From an optimization exercise on the open Yosys and OpenROAD flow, aimed at small area, a short achievable clock period and few clock cycles; shortcuts taken in it are not production practice. At most, simulation tests tie the RTL to the original design; equivalence was not proved. Power figures rest on the tool's default switching activity, not on a simulated workload.

## the previous run
Design tlv_digest_list_validator, start of the top module:
module tlv_digest_list_validator (
	input  logic        clk,
	input  logic        arst_n,
	input  logic        s_axis_tvalid,
	output logic        s_axis_tready,
	input  logic [39:0] s_axis_tdata,   
	input  logic        s_axis_tuser,   
	output logic        m_axis_tvalid,
	input  logic        m_axis_tready,
	output logic [15:0] m_axis_tdata,   
	output logic [2:0]  m_axis_tuser,   
	output logic        m_axis_tlast    
);
==> module tlv_digest_list_validator, before the edit <==
module tlv_digest_list_validator (
	input  logic        clk,
	input  logic        arst_n,
	input  logic        s_axis_tvalid,
	output logic        s_axis_tready,
	input  logic [39:0] s_axis_tdata,   
	input  logic        s_axis_tuser,   
	output logic        m_axis_tvalid,
	input  logic        m_axis_tready,
	output logic [15:0] m_axis_tdata,   
	output logic [2:0]  m_axis_tuser,   
	output logic        m_axis_tlast    
);
	logic        first;
	logic [31:0] tl;
	logic [7:0]  b;
	assign first = s_axis_tuser;
	assign tl    = s_axis_tdata[31:0];
	assign b     = s_axis_tdata[39:32];
	logic        open_q, failed_q, vld_q;
	logic [4:0]  algo_q;
	logic [31:0] ot_q, il_q, vl_q;
	logic [2:0]  hc_q;
	logic [1:0]  field_q;
	logic        fb_q, nest_q, val_q, pf_q;
	logic [1:0]  kind_q;
	logic [7:0]  byte_q;
	logic        done_q;
	logic take;
	assign s_axis_tready = !vld_q || m_axis_tready;
	assign take          = s_axis_tvalid && s_axis_tready;
	logic [31:0] avail, len;
	logic [23:0] len_hi;
	logic        hi_gt, hi_eq, lo_ge;
	logic        hdr_end_out, hc0, hc1, hc5, len0, len_ge, dig_bad, fail_end, fail_c, enter_nest;
	logic        ol_one, il_one, vl_one, vl_two;
	assign avail  = nest_q ? il_q : ot_q;           
	assign len    = {vl_q[23:0], b};                
	assign hc0    = (hc_q == 3'd0);
	assign hc1    = (hc_q == 3'd1);
	assign hc5    = (hc_q == 3'd5);
	assign len0   = (len == 32'd0);
	assign len_hi = vl_q[23:0];
	assign hi_gt  = (len_hi > avail[31:8]);
	assign hi_eq  = (len_hi == avail[31:8]);
	assign lo_ge  = (b >= avail[7:0]);
	assign len_ge = hi_gt || (hi_eq && lo_ge);
	assign ol_one = pf_q ? (ot_q == 32'd2) : (ot_q == 32'd1);    
	assign il_one = (il_q == 32'd1);
	assign vl_one = (vl_q == 32'd1);
	assign vl_two = (vl_q == 32'd2);
	assign dig_bad = (algo_q >= tlv_pkg::ALGO_COUNT)
		|| (len != {25'd0, tlv_pkg::digest_size(algo_q)});
	assign fail_end = fb_q || len_ge || (!len0 && (nest_q
		? (field_q == 2'd0 && dig_bad)
		: ((field_q == 2'd0 && len != 32'd2) || (field_q == 2'd1 && len != 32'd4))));
	assign fail_c = val_q
		? (!nest_q && field_q == 2'd0 && vl_one && (fb_q || b >= 8'd20))
		: (hc0 ? (avail < 32'd6) : (hc5 && fail_end));
	assign enter_nest = !val_q && hc5 && !nest_q && field_q == 2'd2 && !len0;
	assign hdr_end_out = !val_q && hc5 && !nest_q;
	function automatic logic [31:0] dec(input logic [31:0] x, input logic t);
		logic z;
		z = 1'b1;
		for (int i = 0; i < 32; i++) begin
			dec[i] = x[i] ^ (t && z);
			z = z && !x[i];
		end
	endfunction
	logic [31:0] ot_d, il_d, vl_d, ot_hi;
	logic [2:0]  hc_d;
	logic [1:0]  field_d, kind_d;
	logic [4:0]  algo_d;
	logic        fb_d, nest_d, val_d, open_d, failed_d, done_d, algo_ok;
	assign algo_ok = open_q && !failed_q && val_q && !nest_q && field_q == 2'd0 && vl_one
		&& !fb_q && b < 8'd20;
	always_comb begin
		ot_hi   = dec({1'b0, ot_q[31:1]}, take && (pf_q || !ot_q[0]));
		ot_d    = (take && first) ? tl : {ot_hi[30:0], ot_q[0] ^ (take && !pf_q)};
		il_d    = (take && hdr_end_out) ? len : dec(il_q, take);   
		vl_d    = (take && !(val_q && !first)) ? len : dec(vl_q, take);
		field_d = (!val_q && hc1) ? b[1:0] : field_q;
		if (first) begin
			open_d   = (tl[31:1] != 31'd0);
			done_d   = (tl[31:1] == 31'd0);
			failed_d = (tl[31:3] == 29'd0) && (tl[2:0] != 3'd0) && (tl[2:0] < 3'd6);
			algo_d   = tlv_pkg::ALGO_COUNT;
			nest_d   = 1'b0;
			val_d    = 1'b0;
			hc_d     = 3'd1;
			fb_d     = (b != 8'd0);
			kind_d   = tlv_pkg::KIND_OTHER;
		end else begin
			open_d   = open_q && !ol_one;
			done_d   = open_q && ol_one;
			failed_d = failed_q || (open_q && fail_c);
			algo_d   = algo_ok ? b[4:0] : algo_q;
			nest_d   = enter_nest || (nest_q && !il_one);
			if (val_q) begin
				val_d = !vl_one;
				hc_d  = 3'd0;
				fb_d  = (b != 8'd0);
			end else begin
				val_d = hc5 && !len0 && !enter_nest;
				hc_d  = hc5 ? 3'd0 : hc_q + 3'd1;
				fb_d  = hc0 ? (b != 8'd0)
					: hc1 ? (fb_q || b >= (nest_q ? {6'd0, tlv_pkg::INNER_FIELDS}
					                               : {6'd0, tlv_pkg::OUTER_FIELDS}))
					: fb_q;
			end
			if (open_q && !failed_q && val_q && nest_q)
				kind_d = (field_q == 2'd0) ? tlv_pkg::KIND_DIGEST : tlv_pkg::KIND_PATH;
			else
				kind_d = tlv_pkg::KIND_OTHER;
		end
	end
	always_ff @(posedge clk or negedge arst_n) begin
		if (!arst_n) begin
			open_q   <= 1'b0;
			failed_q <= 1'b0;
			algo_q   <= tlv_pkg::ALGO_COUNT;
			vld_q    <= 1'b0;
		end else begin
			if (take) begin
				open_q   <= open_d;
				failed_q <= failed_d;
				algo_q   <= algo_d;
			end
			vld_q <= take || (vld_q && !m_axis_tready);
		end
	end
	always_ff @(posedge clk) begin
		ot_q <= ot_d;
		il_q <= il_d;
		vl_q <= vl_d;
		if (take) begin
			pf_q    <= first;
			hc_q    <= hc_d;
			field_q <= field_d;
			fb_q    <= fb_d;
			nest_q  <= nest_d;
			val_q   <= val_d;
			kind_q  <= kind_d;
			byte_q  <= (kind_d != tlv_pkg::KIND_OTHER) ? b : 8'd0;
			done_q  <= done_d;
		end
	end
	assign m_axis_tvalid = vld_q;
	assign m_axis_tdata  = {3'd0, algo_q, byte_q};
	assign m_axis_tuser  = {failed_q, kind_q};
	assign m_axis_tlast  = done_q;
endmodule
clock: 6.0 ns
lec_check: 0
cap_margin: 20
core_margin: 2
core_utilization: 40
setup_slack_margin: 3.1
slew_margin: 20
run.sh (not shown) runs the stock make flow with config.mk's settings and CLKGATE_MAP_FILE= SYNTH_SCRIPT=/design/flow/synth_recipe.tcl, a recipe that flattens the netlist after the stock synthesis.
The previous run did not stop at any stage, and its layout met the timing, design-rule and antenna checks.
Testbench counts of the previous run, summed over its fixed seeds: cycles 61,216.
Modified inputs, the current run compared to the previous run
-- flow/design.v --
<<< the previous run, line 61
	logic [2:0]  hc_q;
	logic [1:0]  field_q;
	logic        fb_q, nest_q, val_q, pf_q;
	logic [1:0]  kind_q;
	logic [7:0]  byte_q;
>>> the current run, line 61
	logic [2:0]  hc_q;
	logic [1:0]  field_q;
	logic        fb_q, nest_q, val_q;
	logic [1:0]  kind_q;
	logic [7:0]  byte_q;
<<< the previous run, line 68
	assign s_axis_tready = !vld_q || m_axis_tready;
	assign take          = s_axis_tvalid && s_axis_tready;
	logic [31:0] avail, len;
	logic [23:0] len_hi;
	logic        hi_gt, hi_eq, lo_ge;
	logic        hdr_end_out, hc0, hc1, hc5, len0, len_ge, dig_bad, fail_end, fail_c, enter_nest;
	logic        ol_one, il_one, vl_one, vl_two;
	assign avail  = nest_q ? il_q : ot_q;           
	assign len    = {vl_q[23:0], b};                
	assign hc0    = (hc_q == 3'd0);
>>> the current run, line 68
	assign s_axis_tready = !vld_q || m_axis_tready;
	assign take          = s_axis_tvalid && s_axis_tready;
	logic [31:0] ot_dec, avail, len;
	logic [23:0] len_hi;
	logic        hi_gt, hi_eq, lo_ge;
	logic        hdr_end_out, hc0, hc1, hc5, len0, len_ge, dig_bad, fail_end, fail_c, enter_nest;
	logic        ol_one, il_one, vl_one, vl_two;
	assign ot_dec = ot_q - 32'd1;                   
	assign avail  = nest_q ? il_q : ot_dec;         
	assign len    = {vl_q[23:0], b};                
	assign hc0    = (hc_q == 3'd0);
<<< the previous run, line 84
	assign lo_ge  = (b >= avail[7:0]);
	assign len_ge = hi_gt || (hi_eq && lo_ge);
	assign ol_one = pf_q ? (ot_q == 32'd2) : (ot_q == 32'd1);    
	assign il_one = (il_q == 32'd1);
	assign vl_one = (vl_q == 32'd1);
>>> the current run, line 85
	assign lo_ge  = (b >= avail[7:0]);
	assign len_ge = hi_gt || (hi_eq && lo_ge);
	assign ol_one = (ot_q == 32'd2);
	assign il_one = (il_q == 32'd1);
	assign vl_one = (vl_q == 32'd1);
<<< the previous run, line 95
	assign fail_c = val_q
		? (!nest_q && field_q == 2'd0 && vl_one && (fb_q || b >= 8'd20))
		: (hc0 ? (avail < 32'd6) : (hc5 && fail_end));
	assign enter_nest = !val_q && hc5 && !nest_q && field_q == 2'd2 && !len0;
	assign hdr_end_out = !val_q && hc5 && !nest_q;
	function automatic logic [31:0] dec(input logic [31:0] x, input logic t);
		logic z;
		z = 1'b1;
		for (int i = 0; i < 32; i++) begin
			dec[i] = x[i] ^ (t && z);
			z = z && !x[i];
		end
	endfunction
	logic [31:0] ot_d, il_d, vl_d, ot_hi;
	logic [2:0]  hc_d;
	logic [1:0]  field_d, kind_d;
>>> the current run, line 96
	assign fail_c = val_q
		? (!nest_q && field_q == 2'd0 && vl_one && (fb_q || b >= 8'd20))
		: (hc0 ? (nest_q ? (il_q < 32'd6) : (ot_q < 32'd7)) : (hc5 && fail_end));
	assign enter_nest = !val_q && hc5 && !nest_q && field_q == 2'd2 && !len0;
	assign hdr_end_out = !val_q && hc5 && !nest_q;
	logic [31:0] ot_d, il_d, vl_d;
	logic [2:0]  hc_d;
	logic [1:0]  field_d, kind_d;
<<< the previous run, line 114
		&& !fb_q && b < 8'd20;
	always_comb begin
		ot_hi   = dec({1'b0, ot_q[31:1]}, take && (pf_q || !ot_q[0]));
		ot_d    = (take && first) ? tl : {ot_hi[30:0], ot_q[0] ^ (take && !pf_q)};
		il_d    = (take && hdr_end_out) ? len : dec(il_q, take);   
		vl_d    = (take && !(val_q && !first)) ? len : dec(vl_q, take);
		field_d = (!val_q && hc1) ? b[1:0] : field_q;
		if (first) begin
>>> the current run, line 107
		&& !fb_q && b < 8'd20;
	always_comb begin
		ot_d    = first ? tl : ot_dec;
		il_d    = hdr_end_out ? len : il_q - 32'd1;   
		vl_d    = (val_q && !first) ? vl_q - 32'd1 : len;
		field_d = (!val_q && hc1) ? b[1:0] : field_q;
		if (first) begin
<<< the previous run, line 169
	end
	always_ff @(posedge clk) begin
		ot_q <= ot_d;
		il_q <= il_d;
		vl_q <= vl_d;
		if (take) begin
			pf_q    <= first;
			hc_q    <= hc_d;
			field_q <= field_d;
>>> the current run, line 161
	end
	always_ff @(posedge clk) begin
		if (take) begin
			ot_q    <= ot_d;
			il_q    <= il_d;
			vl_q    <= vl_d;
			hc_q    <= hc_d;
			field_q <= field_d;
==> summary.txt <==
Taking the previous run as the reference point, the combinational group share of total power of the current run falls by 7.5 points. Compare the current run and the previous run | mean instance size in the synthesized netlist higher: the current run. The current run vs the previous run, start point of the critical path: ot_q[7] vs m_axis_tready. Clock skew across the current run and the previous run: no real change. Across both runs, worst-case setup margin in the final layout was lower for the current run than for the previous run. From the previous run to the current run the numbers moved as follows: pin count of the biggest net entering global routing went down 12; via count up about 4.5%; unique cell type count in the Yosys netlist now sits higher. Looking at classification of the worst setup path, the input pin to primary output result is from the previous run; the flip-flop to flip-flop one comes from the current run. The y dimension of the die reported for the current run is greater than that of the previous run by 7.5%. Length in cells of the worst reg-to-reg path: lower on the previous run. Final area (the current run over the previous run): increase, about 14%. [the current run] final cell utilization of the core fell 1.1 points relative to the previous run.
Only the layout flow was run in the current run; the RTL was not checked for function there.

-- what the ideal ports hide --
How much do the figures lean on ideal ports? The routed layouts below were timed once more, with nothing changed but the port constraints. Step 1 (the two cells are an assumption about what drives the block):
set clk [get_ports {clk}]
set_driving_cell -lib_cell sky130_fd_sc_hd__clkbuf_16 $clk
set_driving_cell -lib_cell sky130_fd_sc_hd__buf_2 [delete_from_list [all_inputs] $clk]
Step 2, shift: input delay + t, output delay - t, t = (earliest + latest rising clock arrival at the registers) / 2. This alone moves slack from input paths to output paths. Three values: no drivers, after step 1, after step 2; two values: the first two.
run | t, ns | setup slack, ns | worst setup path after step 2 | worst data-port slew with drivers (ns)
the previous run | 0.460 | 3.148 / 3.115 / 2.772 | input to register | 0.04
the current run | 0.466 | 2.097 / 2.097 / 2.097 | register to register | 0.03
After both steps every run listed still meets setup and hold. The setup slack of the previous run, which loses most, moves by -0.033 ns with the drivers and by -0.376 ns with both steps.
